Context: an optimization exercise on an open-source flow, tuned for small area, a short achievable clock period and few clock cycles per item. The choices shown serve that exercise and are no tape-out recipe. Only simulation tests tie the RTL to the original design; equivalence was not proved. Power and IR drop assume default switching activity.

==> flow/design.v <==
module dcache_ctrl_wb #(
  parameter  int ADDR_W  = 13,
  parameter  int DATA_W  = 16,
  parameter  int OFFS_W  = 2,
  parameter  int INDEX_W = 6,
  localparam int TAG_W   = ADDR_W - INDEX_W - OFFS_W,
  localparam int LINE_W  = DATA_W << OFFS_W,
  localparam int LINES   = 1 << INDEX_W
) (
  input  logic                       i_clk,
  input  logic                       i_rst,
  input  logic [ADDR_W-1:0]          i_addr,
  input  logic [DATA_W-1:0]          i_wr_data,
  input  logic                       i_we,
  input  logic                       i_re,
  output logic [DATA_W-1:0]          o_rd_data,
  output logic                       o_hit,
  output logic                       o_stall,
  output logic [ADDR_W-OFFS_W-1:0]   o_mem_addr,
  output logic [LINE_W-1:0]          o_mem_wr_data,
  output logic                       o_mem_we,
  output logic                       o_mem_re,
  input  logic [LINE_W-1:0]          i_mem_rd_data,
  input  logic                       i_mem_rdy,
  input  logic [ADDR_W-1:0]          i_snoop_addr,
  input  logic                       i_snoop_req,
  input  logic                       i_snoop_inv,
  output logic                       o_snoop_found,
  output logic                       o_snoop_dirty,
  output logic [TAG_W-1:0]           o_tag_out
);
  typedef enum logic [1:0] {
    S_IDLE    = 2'd0,
    S_WB      = 2'd1,
    S_FILL    = 2'd2,
    S_INSTALL = 2'd3
  } state_t;
  state_t              r_state;
  logic [LINES-1:0]    r_valid;
  logic [LINES-1:0]    r_dirty;
  logic [TAG_W-1:0]    r_tag  [LINES];
  logic [LINE_W-1:0]   r_data [LINES];
  logic [LINE_W-1:0]   r_fill_line;
  logic                r_mem_we;
  logic                r_mem_re;
  logic [ADDR_W-OFFS_W-1:0] r_mem_addr;
  logic [LINE_W-1:0]   r_mem_wr_data;
  logic [TAG_W-1:0]    w_tag;
  logic [INDEX_W-1:0]  w_idx;
  logic [OFFS_W-1:0]   w_off;
  logic [TAG_W-1:0]    w_stag;
  logic [INDEX_W-1:0]  w_sidx;
  logic [LINE_W-1:0]   w_line;
  logic                w_req;
  logic                w_hit;
  logic                w_miss;
  logic                w_store_hit;
  logic                w_snoop_kill;
  logic                w_unused_soff;
  assign w_tag  = i_addr[ADDR_W-1 -: TAG_W];
  assign w_idx  = i_addr[OFFS_W +: INDEX_W];
  assign w_off  = i_addr[OFFS_W-1:0];
  assign w_stag = i_snoop_addr[ADDR_W-1 -: TAG_W];
  assign w_sidx = i_snoop_addr[OFFS_W +: INDEX_W];
  assign w_unused_soff = ^i_snoop_addr[OFFS_W-1:0];
  assign w_line      = r_data[w_idx];
  assign w_req       = i_we | i_re;
  assign w_hit       = w_req & r_valid[w_idx] & (r_tag[w_idx] == w_tag) & (r_state == S_IDLE);
  assign w_miss      = w_req & ~w_hit & (r_state == S_IDLE);
  assign w_store_hit = w_hit & i_we;
  assign o_snoop_found = r_valid[w_sidx] & (r_tag[w_sidx] == w_stag);
  assign o_snoop_dirty = o_snoop_found & r_dirty[w_sidx];
  assign w_snoop_kill  = i_snoop_req & i_snoop_inv & o_snoop_found;
  assign o_rd_data     = w_line[int'(w_off)*DATA_W +: DATA_W];
  assign o_hit         = w_hit;
  assign o_stall       = (r_state == S_IDLE) ? (w_req & ~w_hit) : 1'b1;
  assign o_tag_out     = r_tag[w_idx];
  assign o_mem_addr    = r_mem_addr;
  assign o_mem_wr_data = r_mem_wr_data;
  assign o_mem_we      = r_mem_we;
  assign o_mem_re      = r_mem_re;
  always_ff @(posedge i_clk) begin
    if (i_rst) begin
      r_state       <= S_IDLE;
      r_valid       <= '0;
      r_dirty       <= '0;
      r_mem_we      <= 1'b0;
      r_mem_re      <= 1'b0;
      r_mem_addr    <= '0;
      r_mem_wr_data <= '0;
      r_fill_line   <= '0;
    end else begin
      case (r_state)
        S_IDLE: begin
          if (w_miss) begin
            if (r_valid[w_idx] && r_dirty[w_idx]) begin
              r_state       <= S_WB;
              r_mem_we      <= 1'b1;
              r_mem_addr    <= {r_tag[w_idx], w_idx};
              r_mem_wr_data <= w_line;
            end else begin
              r_state    <= S_FILL;
              r_mem_re   <= 1'b1;
              r_mem_addr <= {w_tag, w_idx};
            end
          end
        end
        S_WB: begin
          if (i_mem_rdy) begin
            r_state    <= S_FILL;
            r_mem_we   <= 1'b0;
            r_mem_re   <= 1'b1;
            r_mem_addr <= {w_tag, w_idx};
          end
        end
        S_FILL: begin
          if (i_mem_rdy) begin
            r_state     <= S_INSTALL;
            r_mem_re    <= 1'b0;
            r_fill_line <= i_mem_rd_data;
          end
        end
        S_INSTALL: r_state <= S_IDLE;
        default:   r_state <= S_IDLE;
      endcase
      if (w_store_hit) r_dirty[w_idx] <= 1'b1;
      if (w_snoop_kill) begin
        r_valid[w_sidx] <= 1'b0;
        r_dirty[w_sidx] <= 1'b0;
      end
      if (r_state == S_INSTALL) begin
        r_valid[w_idx] <= 1'b1;
        r_dirty[w_idx] <= 1'b0;
      end
    end
  end
  always_ff @(posedge i_clk) begin
    if (!i_rst) begin
      if (w_store_hit) begin
        r_data[w_idx][int'(w_off)*DATA_W +: DATA_W] <= i_wr_data;
      end else if (r_state == S_INSTALL) begin
        r_data[w_idx] <= r_fill_line;
        r_tag[w_idx]  <= w_tag;
      end
    end
  end
endmodule
==> flow/run.sh <==
#!/bin/bash
# synth_recipe.tcl (not shown) runs the flow's synth.tcl, then flattens the netlist and writes it again
# the make line also repeats each setting of config.mk as NAME=value (left out here)
make -C /OpenROAD-flow-scripts/flow DESIGN_CONFIG=/design/flow/config.mk WORK_HOME=/design/flow/orfs CLKGATE_MAP_FILE= SYNTH_SCRIPT=/design/flow/synth_recipe.tcl finish
==> flow/config.mk <==
export PLATFORM = sky130hd
export DESIGN_NAME = dcache_ctrl_wb
export DESIGN_NICKNAME = dcache_ctrl_wb
export VERILOG_FILES = /design/flow/design.v
export SDC_FILE = /design/flow/constraint.sdc
export NUM_CORES = 4
export LEC_CHECK = 0
export CAP_MARGIN = 20
export CORE_MARGIN = 2
export CORE_UTILIZATION = 40
export SLEW_MARGIN = 20
==> flow/constraint.sdc <==
create_clock -name core_clock -period 10.0 [get_ports {i_clk}]
set_input_delay 2.0000 -clock core_clock [delete_from_list [all_inputs] [get_ports {i_clk}]]
set_output_delay 2.0000 -clock core_clock [all_outputs]
set_load 0.01 [all_outputs]
==> load_flow_metrics.sql <==
INSERT INTO impl_metrics (metric_group, metric, value, unit) VALUES
('clocking', 'cts.repair_timing.setup_buffer_count', '0', ''),
('grt', 'grt_max_degree', '114', ''),
('clocking', 'cts_tree', 'done', ''),
('setup_path', 'timing.critical_path.arrival', '7.40', 'ns'),
('pwr', 'cell_internal_pwr', '32000', 'uW'),
('job', 'maxCapViolCount', '0', ''),
('clocking', 'cts_resizes', '0', ''),
('final_layout', 'final_net_count', '11500', ''),
('clocking', 'htree_num_levels', '5', ''),
('pwr', 'share_clk_of_total_power', '0.412', ''),
('drt', 'drt_iter0_markers', '20400', ''),
('logic_synthesis', 'synth-seq-area-share', '0.763', ''),
('sta', 'timing.slew.headroom', '0.111', ''),
('placement', 'gp_congestion', '0.930', ''),
('logic_synthesis', 'synth-edff-count', '4416', ''),
('clocking', 'cts.hold.buffers_added', '0', ''),
('run_status', 'run_status', 'no timing/DRC/antenna violations', ''),
('pwr', 'powerDensity', '200', 'nW/um^2'),
('pwr', 'switching_component_of_the_power', '9800', 'uW'),
('drt', 'dr_vias', '116000', ''),
('floorplanning', 'dieArea', '458000', 'sq um'),
('pwr', 'cellLeakagePower', '0.0659', 'uW'),
('logic_synthesis', 'synth_flop_cell', 'sky130_fd_sc_hd__edfxtp_1', ''),
('worst_hold_path', 'type_of_the_most_critical_hold_path', 'reg2reg', ''),
('setup_path', 'worstPathMaxFanout', '66', ''),
('floorplanning', 'core_region_area', '452000', 'sq um'),
('logic_synthesis', 'count_of_yosys_warnings_during_synthesis', '1', ''),
('sta', 'maxSlewViolCount', '0', ''),
('drt', 'wl_per_cell', '38.1', 'microns'),
('final_layout', 'synthToLayoutAreaGrowth', '15.7', '%'),
('final_layout', 'num-fill-cells', '38000', ''),
('grt', 'grt_pass1_wl', '915000', 'microns'),
('floorplanning', 'die_w', '677', 'microns'),
('logic_synthesis', 'synthAdderAreaFrac', '0.000899', ''),
('grt', 'grt_most_used_layer', 'met2', ''),
('final_layout', 'multi_input_comb_area', '40800', 'sq um'),
('drt', 'via_per_inst', '6.52', ''),
('setup_path', 'worstSetupEndpointType', 'primary output', ''),
('logic_synthesis', 'synth_top_family_by_area', 'compound AO/OA/AOI/OAI gates', ''),
('drt', 'drc_violation_count_after_routing', '0', ''),
('sta', 'setup-tns-final', '0', 'ns'),
('pwr', 'vdd.ir_drop.worst', '0.000157', 'V'),
('clocking', 'clock_insertion_delay_worst_skew', '1.07', 'ns'),
('clocking', 'tritoncts_num_sinks', '4687', ''),
('sta', 'max_clock_freq', '106', 'MHz'),
('logic_synthesis', 'synth_compound_gate_area_share', '0.120', ''),
('logic_synthesis', 'postSynth.asyncResetShare', '0', ''),
('sta', 'min_period', '9.40', 'ns'),
('drt', 'drt-pass1-iter-count', '10', ''),
('placement', 'port_buffers', '212', ''),
('final_layout', 'layout_commonest_cell', 'sky130_fd_sc_hd__edfxtp_1', ''),
('clocking', 'clockBufferDepth', '4', ''),
('grt', 'grtUsageTotal', '0.285', ''),
('clocking', 'cts-root-buf', 'sky130_fd_sc_hd__clkbuf_16', ''),
('logic_synthesis', 'fraction_of_synthesized_cell_area_in_xor_and_xnor_cells', '0.000871', ''),
('logic_synthesis', 'postSynthCellCount', '10900', ''),
('placement', 'hpwlAfterDp', '419000', 'microns'),
('setup_path', 'critical_path_class', 'in2out', ''),
('logic_synthesis', 'ys_ff_latch', '4687', ''),
('logic_synthesis', 'synth.net_count', '11000', ''),
('sta', 'tightestPinTransition', '1.33', 'ns'),
('sta', 'skew', '0.0844', 'ns'),
('logic_synthesis', 'synth.lib_cells_used.distinct', '82', ''),
('floorplanning', 'dieHeight', '677', 'microns'),
('logic_synthesis', 'synth-simple-area-share', '0.0419', ''),
('setup_path', 'critPathRequiredTime', '8.00', 'ns'),
('floorplanning', 'ioPinCount', '215', ''),
('drt', 'postRouteWirelength', '677000', 'microns'),
('grt', 'number_of_antenna_violations_at_the_first_check_in_global_routing', '57', ''),
('drt', 'ant_nets', '0', ''),
('final_layout', 'ratio_of_cells_with_drive_above_1_in_the_final_layout', '0.182', '');
routing by layer:
| layer | wire length, microns | vias to the layer above |
|---|---|---|
| met1 | 248000 | 59600 |
| met4 | 46000 | 28 |
| met2 | 292000 | 9017 |
| li1 | - | 45900 |
| met3 | 90500 | 1488 |
| met5 | 202 | - |
cell usage after synthesis (28+ instances only):
cell type | n | area, sq um
sky130_fd_sc_hd__nand2_1 | 456 | 1710
sky130_fd_sc_hd__edfxtp_1 | 4416 | 133000
sky130_fd_sc_hd__nor2_1 | 623 | 2340
sky130_fd_sc_hd__a41oi_1 | 57 | 499
sky130_fd_sc_hd__mux4_2 | 225 | 5070
sky130_fd_sc_hd__dfxtp_1 | 271 | 5430
sky130_fd_sc_hd__o22ai_1 | 79 | 494
sky130_fd_sc_hd__nand4_1 | 107 | 669
sky130_fd_sc_hd__a31oi_1 | 225 | 1410
sky130_fd_sc_hd__a21oi_1 | 369 | 1850
sky130_fd_sc_hd__o22a_1 | 28 | 245
sky130_fd_sc_hd__a22o_1 | 291 | 2550
sky130_fd_sc_hd__mux2i_1 | 290 | 2900
sky130_fd_sc_hd__a222oi_1 | 36 | 360
sky130_fd_sc_hd__nor3_1 | 203 | 1020
sky130_fd_sc_hd__a221oi_1 | 442 | 3870
sky130_fd_sc_hd__buf_2 | 123 | 616
sky130_fd_sc_hd__mux2_2 | 182 | 2050
sky130_fd_sc_hd__nand3_1 | 88 | 440
sky130_fd_sc_hd__nor4_1 | 63 | 394
sky130_fd_sc_hd__o21ai_0 | 171 | 856
sky130_fd_sc_hd__nand2b_1 | 32 | 200
sky130_fd_sc_hd__clkbuf_1 | 486 | 1820
sky130_fd_sc_hd__a211oi_1 | 31 | 233
sky130_fd_sc_hd__a22oi_1 | 1031 | 7740
sky130_fd_sc_hd__buf_1 | 180 | 676
power groups by stage:
stage	clock network, uW	registers (uW)	logic (uW)
floorplan	0	22000	1320
global placement	0	22000	2820
detailed placement	0	22000	2880
CTS	17300	21600	2890
global route	18000	21600	3030
finish	17200	21600	2990
final cells by class:
| class | instances | share of cell area |
|---|---|---|
| Antenna cell | 27 | 0.000323 |
| Clock buffer | 555 | 0.0571 |
| Clock inverter | 277 | 0.0133 |
| Inverter | 23 | 0.000466 |
| Multi-Input combinational cell | 5352 | 0.195 |
| Sequential cell | 4687 | 0.659 |
| Tap cell | 5976 | 0.0357 |
| Timing Repair Buffer | 888 | 0.0388 |
final timing paths:
check	start	endpoint	slack, ns	depth (start not counted)
worst max-delay path	i_addr[4]	o_rd_data[6]	0.60	11
worst min-delay path	r_fill_line[3]	r_fill_line[3]	0.46	2
worst min register to register	r_fill_line[3]	r_fill_line[3]	0.46	2
worst max register to register	r_tag[35][2]	r_data[1][22]	4.02	12
registers in the layout, summed over array words and instances (netlist names):
| register | cells |
|---|---|
| r_data | 4096 |
| r_dirty | 64 |
| r_fill_line | 64 |
| r_mem_addr | 11 |
| r_mem_re | 1 |
| r_mem_we | 1 |
| r_mem_wr_data | 64 |
| r_state | 2 |
| r_tag | 320 |
| r_valid | 64 |
logic make-up (layout without fill, tap and decap cells):
logic type      after synthesis  after routing
flops                      4687           4687
compound gates             2937           2937
simple gates               1687           1687
buf+inv                     834           1743
mux                         697            697
xor+xnor                     18             18
fa+ha+maj                    13             13
other cells                   0             27
critical path, cell delays in order:
cell and delay, ns:
sky130_fd_sc_hd__buf_8 0.68, sky130_fd_sc_hd__and3b_4 0.55, sky130_fd_sc_hd__buf_4 0.27, sky130_fd_sc_hd__buf_4 0.22, sky130_fd_sc_hd__a22o_1 0.20, sky130_fd_sc_hd__a221oi_1 0.25
sky130_fd_sc_hd__a31oi_1 0.37, sky130_fd_sc_hd__nor4_1 0.72, sky130_fd_sc_hd__nand3_1 0.77, sky130_fd_sc_hd__mux4_2 0.71, sky130_fd_sc_hd__clkdlybuf4s50_1 0.51
per-stage QoR:
step                      utilization  setup WS, ns  instance area [sq um]  power [uW]  hold slack [ns]
after CTS                       0.463         0.788                 209000       41700            0.461
after floorplan                     -          2.63                 181000       23300            0.437
after global placement          0.430         0.847                 194000       24800            0.444
after detailed placement        0.431         0.818                 194000       24900            0.451
after global routing            0.463         0.684                 209000       42600            0.477
final                           0.464         0.597                 209000       41800            0.459
Testbench counts, summed over its fixed seeds: cycles 53,818, items 24,000.

[separate check: timing with driven ports]
In the flow no input, the clock included, has a driving cell. The finished layout below was timed again as built, in two steps.
Step 1 sets driving cells, clkbuf_16 on the clock port and buf_2 on the other inputs (assumed; they add their load-dependent delay and slew).
Step 2 moves the port delays by t, midway between the first and last clock arrival at a register: inputs arrive t later, outputs are due t later. That takes back most of the time a late clock gives input paths.
Slacks: ideal ports / drivers / drivers and shift; pairs: ideal ports / drivers.
t (ns): 1.133
slack for setup (ns): 0.597 / 0.549 / 0.549
hold WS [ns]: 0.459 / 0.459 / 0.459
clock arrival spread, ns: 0.093 / 0.093
pins driven straight from the clock port: 1
After both steps setup and hold are still met in this run. For this run, drivers alone change the setup slack by -0.048 ns; drivers and shift together by -0.048 ns.
